Source: an optimization exercise on an open RTL-to-GDS flow (aim: a short achievable clock period and few clock cycles). Production flows keep margins and buffers that such runs may drop. The RTL was checked by simulation tests, not by an equivalence proof against the original design. Power figures rest on the tool's default switching activity, not on a simulated workload.

## run.sh

```bash
#!/bin/bash
# synth_recipe.tcl (not shown) runs the flow's synth.tcl, then flattens the netlist and writes it again
# the make line also repeats each setting of config.mk as NAME=value (left out here)
make -C /OpenROAD-flow-scripts/flow DESIGN_CONFIG=/design/flow/config.mk WORK_HOME=/design/flow/orfs CLKGATE_MAP_FILE= SYNTH_SCRIPT=/design/flow/synth_recipe.tcl finish
```

## config.mk

```make
export PLATFORM = sky130hd
export DESIGN_NAME = processor
export DESIGN_NICKNAME = processor
export VERILOG_FILES = /design/flow/design.v
export SDC_FILE = /design/flow/constraint.sdc
export NUM_CORES = 4
export LEC_CHECK = 0
export CAP_MARGIN = 20
export CORE_MARGIN = 2
export CORE_UTILIZATION = 40
export SLEW_MARGIN = 20
```

## constraint.sdc

```tcl
create_clock -name core_clock -period 5.5 [get_ports {clock}]
set_input_delay 1.1000 -clock core_clock [delete_from_list [all_inputs] [get_ports {clock}]]
set_output_delay 1.1000 -clock core_clock [all_outputs]
set_load 0.01 [all_outputs]
```

## design.v

```verilog
`default_nettype none
package isaPkg;
    localparam int wordWidth    = 32;
    localparam int regAddrWidth = 5;
    localparam int opWidth      = 5;      
    typedef enum logic [opWidth-1:0] {
        opAlu  = 5'b00000,   
        opJ    = 5'b00001,   
        opBne  = 5'b00010,   
        opJal  = 5'b00011,   
        opJr   = 5'b00100,   
        opAddi = 5'b00101,
        opBlt  = 5'b00110,   
        opSw   = 5'b00111,   
        opLw   = 5'b01000    
    } opcodeT;
    typedef enum logic [opWidth-1:0] {
        aluAdd = 5'b00000,
        aluSub = 5'b00001,
        aluAnd = 5'b00010,
        aluOr  = 5'b00011,
        aluSll = 5'b00100,
        aluSra = 5'b00101
    } aluOpT;
    localparam int opcodeMsb = 31;
    localparam int rdMsb     = 26;    
    localparam int rsMsb     = 21;
    localparam int rtMsb     = 16;
    localparam int shamtMsb  = 11;
    localparam int aluOpMsb  = 6;
    localparam int immMsb    = 16;    
    localparam logic [regAddrWidth-1:0] returnReg = 5'd31;   
    localparam logic [regAddrWidth-1:0] zeroReg   = '0;
    localparam logic [wordWidth-1:0]    nopWord   = '0;      
    typedef struct packed {
        opcodeT                          opcode;
        aluOpT                           aluOp;
        logic [regAddrWidth-1:0]         shamt;
        logic [regAddrWidth-1:0]         srcA;      
        logic [regAddrWidth-1:0]         srcB;      
        logic [regAddrWidth-1:0]         dest;
        logic                                    writes;    
        logic                                    usesImm;
        logic                                    isLoad;
        logic                                    isStore;
        logic                                    isBranchNe;
        logic                                    isBranchLt;
        logic                                    isJump;    
        logic                                    isJal;
        logic                                    isJr;
    } decodedT;
    typedef struct packed {
        logic [wordWidth-1:0] pc;
        logic [wordWidth-1:0] instr;
        decodedT                      dec;
        logic [wordWidth-1:0] a;
        logic [wordWidth-1:0] b;
    } dxLatchT;
    typedef struct packed {
        decodedT                      dec;
        logic [wordWidth-1:0] result;     
        logic [wordWidth-1:0] storeVal;
    } xmLatchT;
    typedef struct packed {
        logic [regAddrWidth-1:0] dest;
        logic                            writes;
        logic [wordWidth-1:0]    result;
    } mwLatchT;
    typedef enum logic [1:0] {
        file,
        fromMem,
        fromWb
    } bypassSelT;
    typedef struct packed {
        logic                         valid;
        logic [wordWidth-1:0] target;
    } redirectT;
endpackage
`default_nettype wire
`default_nettype none
module instrDecoder (
    input  logic [isaPkg::wordWidth-1:0] instr,
    output isaPkg::decodedT             dec
);
    logic [isaPkg::regAddrWidth-1:0] rd;
    logic [isaPkg::regAddrWidth-1:0] rs;
    logic [isaPkg::regAddrWidth-1:0] rt;
    logic [isaPkg::opWidth-1:0]      funct;
    assign rd    = instr[isaPkg::rdMsb -: isaPkg::regAddrWidth];
    assign rs    = instr[isaPkg::rsMsb -: isaPkg::regAddrWidth];
    assign rt    = instr[isaPkg::rtMsb -: isaPkg::regAddrWidth];
    assign funct = instr[isaPkg::aluOpMsb -: isaPkg::opWidth];
    always_comb begin
        dec        = '0;
        dec.opcode = isaPkg::opcodeT'(instr[isaPkg::opcodeMsb -: isaPkg::opWidth]);
        dec.shamt  = instr[isaPkg::shamtMsb -: isaPkg::regAddrWidth];
        dec.aluOp  = isaPkg::aluAdd;            
        case (dec.opcode)
            isaPkg::opAlu: begin
                if (funct <= isaPkg::aluSra) begin
                    dec.aluOp = isaPkg::aluOpT'(funct);
                end
                dec.srcA   = rs;
                dec.srcB   = rt;
                dec.dest   = rd;
                dec.writes = 1'b1;
            end
            isaPkg::opAddi, isaPkg::opLw: begin
                dec.srcA    = rs;
                dec.dest    = rd;
                dec.writes  = 1'b1;
                dec.usesImm = 1'b1;
                dec.isLoad  = (dec.opcode == isaPkg::opLw);
            end
            isaPkg::opSw: begin
                dec.srcA    = rs;           
                dec.srcB    = rd;           
                dec.usesImm = 1'b1;
                dec.isStore = 1'b1;
            end
            isaPkg::opBne, isaPkg::opBlt: begin
                dec.srcA       = rd;        
                dec.srcB       = rs;
                dec.isBranchNe = (dec.opcode == isaPkg::opBne);
                dec.isBranchLt = (dec.opcode == isaPkg::opBlt);
            end
            isaPkg::opJ: dec.isJump = 1'b1;
            isaPkg::opJal: begin
                dec.isJump = 1'b1;
                dec.isJal  = 1'b1;
                dec.dest   = isaPkg::returnReg;
                dec.writes = 1'b1;
            end
            isaPkg::opJr: begin
                dec.srcA = rd;
                dec.isJr = 1'b1;
            end
            default: ;                      
        endcase
        if (dec.dest == isaPkg::zeroReg) dec.writes = 1'b0;   
    end
endmodule
`default_nettype wire
`default_nettype none
module hazardControl (
    input  logic [isaPkg::regAddrWidth-1:0] decSrcA,
    input  logic [isaPkg::regAddrWidth-1:0] decSrcB,
    input  logic                            decUsesB,
    input  isaPkg::decodedT                exDec,
    input  isaPkg::decodedT                memDec,
    input  logic [isaPkg::regAddrWidth-1:0] wbDest,
    input  logic                            wbWrite,
    input  isaPkg::redirectT               redirect,
    output logic                            stall,
    output logic                            flush,
    output isaPkg::bypassSelT              bypassA,
    output isaPkg::bypassSelT              bypassB,
    output logic                            storeBypass
);
    logic memHitA, memHitB, wbHitA, wbHitB;
    assign memHitA = memDec.writes && memDec.dest != isaPkg::zeroReg && memDec.dest == exDec.srcA;
    assign memHitB = memDec.writes && memDec.dest != isaPkg::zeroReg && memDec.dest == exDec.srcB;
    assign wbHitA  = wbWrite && wbDest != isaPkg::zeroReg && wbDest == exDec.srcA;
    assign wbHitB  = wbWrite && wbDest != isaPkg::zeroReg && wbDest == exDec.srcB;
    logic exLoadDest;      
    assign exLoadDest = exDec.isLoad && exDec.dest != isaPkg::zeroReg;
    assign stall = exLoadDest &&
                   (exDec.dest == decSrcA || (decUsesB && exDec.dest == decSrcB));
    assign flush = redirect.valid;          
    always_comb begin
        bypassA = memHitA ? isaPkg::fromMem : (wbHitA ? isaPkg::fromWb : isaPkg::file);
        bypassB = memHitB ? isaPkg::fromMem : (wbHitB ? isaPkg::fromWb : isaPkg::file);
    end
    assign storeBypass = memDec.isStore && wbWrite &&
                         memDec.srcB != isaPkg::zeroReg && wbDest == memDec.srcB;
endmodule
`default_nettype wire
`default_nettype none
module fetchStage (
    input  logic                         clock,
    input  logic                         rst,
    input  logic                         stall,
    input  logic                         flush,
    input  isaPkg::redirectT            redirect,
    input  logic [isaPkg::wordWidth-1:0] q_imem,
    output logic [isaPkg::wordWidth-1:0] address_imem,
    output logic [isaPkg::wordWidth-1:0] decPc,
    output logic [isaPkg::wordWidth-1:0] decInstr
);
    logic [isaPkg::wordWidth-1:0] pc;
    always_ff @(posedge clock) begin
        if (rst) begin
            pc <= '0;
        end else if (redirect.valid) begin
            pc <= redirect.target;          
        end else if (!stall) begin
            pc <= pc + isaPkg::wordWidth'(1);
        end
    end
    assign address_imem = pc;
    always_ff @(posedge clock) begin
        if (rst || flush) begin
            decPc    <= '0;
            decInstr <= isaPkg::nopWord;    
        end else if (!stall) begin
            decPc    <= pc;
            decInstr <= q_imem;
        end
    end
endmodule
`default_nettype wire
`default_nettype none
module alu (
    input  logic [isaPkg::wordWidth-1:0]    opA,
    input  logic [isaPkg::wordWidth-1:0]    opB,
    input  isaPkg::aluOpT                   aluOp,
    input  logic [isaPkg::regAddrWidth-1:0] shamt,
    output logic [isaPkg::wordWidth-1:0]    result,
    output logic                            notEqual,
    output logic                            lessThan
);
    always_comb begin
        case (aluOp)
            isaPkg::aluAdd: result = opA + opB;
            isaPkg::aluSub: result = opA - opB;
            isaPkg::aluAnd: result = opA & opB;
            isaPkg::aluOr:  result = opA | opB;
            isaPkg::aluSll: result = opA << shamt;
            isaPkg::aluSra: result = $signed(opA) >>> shamt;   
            default:        result = opA + opB;
        endcase
    end
    assign notEqual = (opA != opB);
    assign lessThan = ($signed(opA) < $signed(opB));
endmodule
`default_nettype wire
`default_nettype none
module executeStage (
    input  logic                         clock,
    input  logic                         rst,
    input  logic                         stall,
    input  logic                         flush,
    input  logic [isaPkg::wordWidth-1:0] decPc,
    input  logic [isaPkg::wordWidth-1:0] decInstr,    
    input  isaPkg::decodedT             decDec,
    input  logic [isaPkg::wordWidth-1:0] readA,
    input  logic [isaPkg::wordWidth-1:0] readB,
    input  isaPkg::bypassSelT           bypassA,
    input  isaPkg::bypassSelT           bypassB,
    input  logic [isaPkg::wordWidth-1:0] memResult,
    input  logic [isaPkg::wordWidth-1:0] wbResult,
    output isaPkg::decodedT             exDec,
    output isaPkg::redirectT            redirect,
    output isaPkg::xmLatchT             xm
);
    localparam int W = isaPkg::wordWidth;
    isaPkg::dxLatchT dx;
    logic [W-1:0]     fwdA;
    logic [W-1:0]     fwdB;
    logic [W-1:0]     imm;
    logic [W-1:0]     opA;
    logic [W-1:0]     opB;
    logic [W-1:0]     aluResult;
    logic             notEqual;
    logic             lessThan;
    logic             taken;
    always_ff @(posedge clock) begin
        if (rst || stall || flush) begin
            dx <= '0;                       
        end else begin
            dx.pc    <= decPc;
            dx.instr <= decInstr;
            dx.dec   <= decDec;
            dx.a     <= readA;
            dx.b     <= readB;
        end
    end
    assign exDec = dx.dec;
    always_comb begin
        case (bypassA)
            isaPkg::fromMem: fwdA = memResult;
            isaPkg::fromWb:  fwdA = wbResult;
            default:         fwdA = dx.a;
        endcase
        case (bypassB)
            isaPkg::fromMem: fwdB = memResult;
            isaPkg::fromWb:  fwdB = wbResult;
            default:         fwdB = dx.b;
        endcase
    end
    assign imm   = {{(W-isaPkg::immMsb-1){dx.instr[isaPkg::immMsb]}},
                    dx.instr[isaPkg::immMsb:0]};
    assign opA = dx.dec.isJal ? dx.pc : fwdA;
    assign opB = dx.dec.isJal ? W'(1) : (dx.dec.usesImm ? imm : fwdB);
    alu uAlu (
        .opA      (opA),
        .opB      (opB),
        .aluOp    (dx.dec.aluOp),
        .shamt    (dx.dec.shamt),
        .result   (aluResult),
        .notEqual (notEqual),
        .lessThan (lessThan)
    );
    assign taken = (dx.dec.isBranchNe && notEqual) || (dx.dec.isBranchLt && lessThan);
    always_comb begin
        redirect.valid = taken || dx.dec.isJump || dx.dec.isJr;
        if (dx.dec.isJr) begin
            redirect.target = fwdA;
        end else if (dx.dec.isJump) begin
            redirect.target = {{(W-isaPkg::rdMsb-1){1'b0}}, dx.instr[isaPkg::rdMsb:0]};
        end else begin
            redirect.target = dx.pc + W'(1) + imm;    
        end
    end
    always_ff @(posedge clock) begin
        if (rst) begin
            xm <= '0;
        end else begin
            xm.dec      <= dx.dec;
            xm.result   <= aluResult;
            xm.storeVal <= fwdB;            
        end
    end
endmodule
`default_nettype wire
`default_nettype none
module memWriteback (
    input  logic                            clock,
    input  logic                            rst,
    input  isaPkg::xmLatchT                xm,
    input  logic [isaPkg::wordWidth-1:0]    q_dmem,
    input  logic                            storeBypass,
    output logic [isaPkg::wordWidth-1:0]    address_dmem,
    output logic [isaPkg::wordWidth-1:0]    data,
    output logic                            wren,
    output isaPkg::decodedT                memDec,
    output logic [isaPkg::wordWidth-1:0]    memResult,
    output logic                            ctrl_writeEnable,
    output logic [isaPkg::regAddrWidth-1:0] ctrl_writeReg,
    output logic [isaPkg::wordWidth-1:0]    data_writeReg
);
    isaPkg::mwLatchT mw;
    assign address_dmem = xm.result;                               
    assign data         = storeBypass ? mw.result : xm.storeVal;
    assign wren         = xm.dec.isStore;
    assign memDec       = xm.dec;
    assign memResult    = xm.result;
    always_ff @(posedge clock) begin
        if (rst) begin
            mw <= '0;
        end else begin
            mw.dest   <= xm.dec.dest;
            mw.writes <= xm.dec.writes;
            mw.result <= xm.dec.isLoad ? q_dmem : xm.result;
        end
    end
    assign ctrl_writeEnable = mw.writes;
    assign ctrl_writeReg    = mw.dest;
    assign data_writeReg    = mw.result;
endmodule
`default_nettype wire
`default_nettype none
module processor (
    input  logic                            clock,
    input  logic                            rst,
    output logic [isaPkg::wordWidth-1:0]    address_imem,
    input  logic [isaPkg::wordWidth-1:0]    q_imem,
    output logic [isaPkg::wordWidth-1:0]    address_dmem,
    output logic [isaPkg::wordWidth-1:0]    data,
    output logic                            wren,
    input  logic [isaPkg::wordWidth-1:0]    q_dmem,
    output logic                            ctrl_writeEnable,
    output logic [isaPkg::regAddrWidth-1:0] ctrl_writeReg,
    output logic [isaPkg::regAddrWidth-1:0] ctrl_readRegA,
    output logic [isaPkg::regAddrWidth-1:0] ctrl_readRegB,
    output logic [isaPkg::wordWidth-1:0]    data_writeReg,
    input  logic [isaPkg::wordWidth-1:0]    data_readRegA,
    input  logic [isaPkg::wordWidth-1:0]    data_readRegB
);
    logic [isaPkg::wordWidth-1:0] decPc;
    logic [isaPkg::wordWidth-1:0] decInstr;
    logic [isaPkg::wordWidth-1:0] memResult;
    logic                         stall;
    logic                         flush;
    logic                         storeBypass;
    isaPkg::decodedT             decDec;
    isaPkg::decodedT             exDec;
    isaPkg::decodedT             memDec;
    isaPkg::redirectT            redirect;
    isaPkg::xmLatchT             xm;
    isaPkg::bypassSelT           bypassA;
    isaPkg::bypassSelT           bypassB;
    fetchStage uFetch (
        .clock, .rst, .stall, .flush, .redirect, .q_imem,
        .address_imem, .decPc, .decInstr
    );
    instrDecoder uDecode (.instr(decInstr), .dec(decDec));
    assign ctrl_readRegA = decDec.srcA;
    assign ctrl_readRegB = decDec.srcB;
    hazardControl uHazard (
        .decSrcA  (decDec.srcA),
        .decSrcB  (decDec.srcB),
        .decUsesB (!decDec.usesImm),       
        .exDec, .memDec,
        .wbDest   (ctrl_writeReg),
        .wbWrite  (ctrl_writeEnable),
        .redirect, .stall, .flush, .bypassA, .bypassB, .storeBypass
    );
    executeStage uExecute (
        .clock, .rst, .stall, .flush, .decPc, .decInstr, .decDec,
        .readA    (data_readRegA),
        .readB    (data_readRegB),
        .bypassA, .bypassB, .memResult,
        .wbResult (data_writeReg),
        .exDec, .redirect, .xm
    );
    memWriteback uMemWb (
        .clock, .rst, .xm, .q_dmem, .storeBypass,
        .address_dmem, .data, .wren, .memDec, .memResult,
        .ctrl_writeEnable, .ctrl_writeReg, .data_writeReg
    );
endmodule
`default_nettype wire
```

==> flow_metrics.env <==
export IMPL_outcome="finished clean"
export IMPL_slowest_stage="or4_2"
export IMPL_clock_root_buffer="clkbuf_16"
export IMPL_setup_viol=0
export IMPL_via_per_inst=6.11
export IMPL_synth_seq_cells=363
export IMPL_num_rows=93
export IMPL_crit_path_start="uExecute.xm[73]$_SDFF_PP0_"
export IMPL_crit_arrival_ns=5.79
export IMPL_clkLatencyLatePin_ns=0.60
export IMPL_gp_congestion=1.04
export IMPL_setup_tns_ns=0
export IMPL_ios=275
export IMPL_cp_depth=23
export IMPL_stdcell_area_sq_um=32500
export IMPL_portBuffers=274
export IMPL_utilization_pct=50.5
export IMPL_first_iter_violations=3138
export IMPL_die_x_um=259
export IMPL_finalHoldWorstSlack_ns=0.447
export IMPL_tightest_slew_ns=1.22
export IMPL_yosys_most_used_dff="dfxtp_1"
export IMPL_timing_final_crit_share_pct=97.7
export IMPL_cts_tree="done"
export IMPL_grt_pass1_wl_um=183000
export IMPL_wl_um=128000
export IMPL_synth_top_family_by_area="compound AO/OA/AOI/OAI gates"
export IMPL_maxSlewViolCount=0
export IMPL_die_h_um=259
export IMPL_die_area_sq_um=67100
export IMPL_nets=3899
export IMPL_fp_coreArea_sq_um=64300
export IMPL_yosysWarnings=6
export IMPL_rsz0062_at_grt="no"
export IMPL_ant_nets=0
export IMPL_powerDensity_nw_per_um2=275
export IMPL_reg2regPathDepth=23
export IMPL_place_hpwl_um=101000
export IMPL_yosysSeqAreaShare_pct=27.9
export IMPL_fill_cells=6388
export IMPL_layout_min_cycle_time_ns=5.37
export IMPL_reg2reg_from="uExecute.xm[73]$_SDFF_PP0_"
export IMPL_ir_worst_vdd_v=0.000288
export IMPL_ys_types=93
export IMPL_place_area_sq_um=30900
export IMPL_max_stage_delay_ns=0.71
export IMPL_numCtsBuffers=42
export IMPL_crit_buf_inv=4
export IMPL_cts_sinks=363
export IMPL_cts_buffer_depth=3
export IMPL_avgSynthCellArea_sq_um=7.85
export IMPL_synthSimpleGateAreaFrac_pct=20.9
export IMPL_drive_gt1_share_pct=14.6
export IMPL_seqCellArea_sq_um=7280
export IMPL_hp_start="uFetch.decPc[12]$_SDFFE_PP0N_"
export IMPL_max_cap_viol_count=0
export IMPL_clock_skew_ns=0.0363
export IMPL_synth_edf_count=0
export IMPL_p_leak_nw=13.1
export IMPL_cp_max_fo=31
export IMPL_worstSetupPathType="flop to flop"
export IMPL_synth_compound_area_share_pct=24.4
export IMPL_worstHoldPathType="flop to flop"
export IMPL_synth_xor_area_share_pct=3.53
export IMPL_syn_instance_count=3315
export IMPL_end_kind="flop"
export IMPL_grt_overflow_total=0
export IMPL_max_slew_margin_pct=18.5
export IMPL_yosys_mux_area_fraction_pct=10.5
export IMPL_clk_pin_slew_ns=0.07
export IMPL_async_flop_share_pct=0
export IMPL_finalHoldViolCount=0
export IMPL_drc_errors=0
export IMPL_grt_pass1_vias=26300
export IMPL_crit_family="compound AO/OA/AOI/OAI gates"
export IMPL_synthesis_area_sq_um=26000
export IMPL_hold_depth=1
export IMPL_grt_max_degree=78
export IMPL_multi_input_area_sq_um=17300
export IMPL_initial_utilization_pct=40.5
export IMPL_antenna_found_initial=6
export IMPL_synthAdderAreaFrac_pct=6.38
export IMPL_fmax_ghz=0.186
export IMPL_vias=27700
export IMPL_routedWlPerCell_um=28.2
export IMPL_synthToLayoutAreaGrowth_pct=24.9
export IMPL_dr_pass1_iters=7
export IMPL_cp_start_kind="flop"
export IMPL_crit_chain="xnor2_1 -> nand3_1 -> or4_2 -> buf_12 -> nand2_1 -> o21ai_0 -> buf_4 -> nor2_1 -> a21oi_1 -> or2_2 -> ha_1 -> nor2_1 -> a221oi_1 -> o41ai_2 -> o211ai_1 -> buf_4 -> nor4_1 -> nor2_1 -> a22o_1 -> o21ai_0 -> buf_4 -> o21a_1 -> a31oi_1"
export IMPL_htree_levels=2
export IMPL_worstPathRequired_ns=5.92
export IMPL_grt_usage_pct=37.1
==> Yosys cell counts (all sizes together) (10+ instances only) <==
cell type	n	area [sq um]
o21ai	193	970
and2	168	1050
a221oi	45	413
a211oi	64	480
nor3	88	440
nand2b	25	156
o21a	18	135
nand2	317	1190
o22ai	38	238
a21oi	252	1260
a21o	38	285
o211ai	28	224
and3	28	175
buf	87	522
a2111oi	13	120
xor2	35	307
o221ai	10	87.6
a22o	10	87.6
dfxtp	363	7270
o21bai	20	150
nor2b	34	213
inv	120	450
o31ai	10	75.1
a21boi	11	82.6
nor4	17	138
nor2	283	1060
mux2i	151	1510
a221o	20	200
a31oi	55	344
or2	24	150
or3	12	75.1
a22oi	21	158
xnor2	70	613
a211o	10	87.6
a311oi	23	201
nand4	25	163
mux4	19	428
mux2	70	788
clkbuf	181	682
nand3	74	370
ha	128	1600
==> metal layers <==
layer / up-vias / track usage, % / share of wire [%]
li1: 12600 / - / -
met1: 13300 / 47.0 / 40
met2: 1450 / 58.4 / 44
met3: 326 / 6.98 / 8.4
met4: 2 / 22.5 / 6.9
met5: - / 0 / 0.013
==> report_power, final <==
group | switching [mW] | internal [mW] | total [mW]
combinational | 1.60 | 1.20 | 2.79
sequential | 0.348 | 2.82 | 3.17
clock | 1.22 | 1.77 | 2.98
total | 3.16 | 5.78 | 8.94
==> cells in the final DEF, fill, tap and decap left out, types with 28 or more instances in the layout <==
cell             count
a21oi_1            250
xor2_1              35
nand3_1             74
mux2_2              70
xnor2_1             70
nor2b_1             33
clkbuf_16           43
ha_1               127
a221oi_1            41
and2_1             167
nor2_1             279
and3_1              28
o21ai_0            184
a31oi_1             53
dfxtp_1            353
a21o_1              38
nand2_1            317
buf_4              262
inv_1              118
o22ai_1             38
mux2i_1            151
clkdlybuf4s50_1    273
nor3_1              85
a211oi_1            61
==> path summary, 6_finish.rpt <==
| check | slack (ns) | endpoint |
|---|---|---|
| min reg2reg | 0.45 | uExecute.dx[147]$_SDFF_PP0_ |
| min | 0.45 | uExecute.dx[147]$_SDFF_PP0_ |
| max | 0.13 | uExecute.xm[47]$_SDFF_PP0_ |
| max reg2reg | 0.13 | uExecute.xm[47]$_SDFF_PP0_ |
==> stage by stage <==
stage	setup WS, ns	instances	power, mW
after floorplan	0.0999	3316	4.51
after global placement	0.168	4448	5.90
after detailed placement	0.149	4448	5.89
after CTS	0.0384	4524	8.87
after global routing	0.00715	4525	9.25
final	0.128	4529	8.94
==> final cells by class <==
type | instances | share of cell area (%)
clock inverters | 16 | 0.750
well taps | 855 | 3.29
repair buffers | 546 | 15.1
multi-input cells | 2561 | 53.2
diodes | 4 | 0.0308
clock buffers | 60 | 3.78
flip-flops and latches | 363 | 22.4
inverters | 124 | 1.43
==> state kept, by name, indices dropped and copies added (netlist names) <==
signal / flops
uExecute.dx: 152
uExecute.xm: 77
uFetch.decInstr: 32
uFetch.decPc: 32
uFetch.pc: 32
uMemWb.mw: 38
==> cell families after synthesis <==
logic type	Yosys count
adder cells (fa/ha/maj)	131
other	1
AO/OA/AOI/OAI	959
multiplexers	240
buffers and inverters	392
flip-flops	363
XOR/XNOR	105
AND/OR/NAND/NOR	1124
==> timing repair <==
item / 4_1_cts / 5_1_grt
endpoints found under the hold margin: 0 / 0
setup buffers: 0 / 1
gates resized for setup: 0 / 26
hold buffers: 0 / 0
endpoints found under the setup margin: 0 / 246
Testbench counts, summed over its fixed seeds: cycles 16,230.

port drivers added, routing unchanged:
In the flow no input, the clock included, has a driving cell. The finished layout below was timed again as built, in two steps.
Step 1 (the two cells are an assumption about what drives the block):
set clk [get_ports {clock}]
set_driving_cell -lib_cell sky130_fd_sc_hd__clkbuf_16 $clk
set_driving_cell -lib_cell sky130_fd_sc_hd__buf_2 [delete_from_list [all_inputs] $clk]
Step 2 also shifts input and output timing later by t, the mid clock arrival at the registers, as if the neighbouring blocks saw the same clock.
Three values: ideal, step 1, step 2; two values: the first two.
t, ns: 0.643
setup WS [ns]: 0.128 / 0.128 / 0.128
worst register clock-pin slew, ns: 0.07 / 0.07
worst data-port slew with drivers (ns): 0.07
cell pins on the clock port's net: 1
After both steps this run still meets setup and hold. The setup slack of this run moves by 0.000 ns with the drivers and by 0.000 ns with both steps.
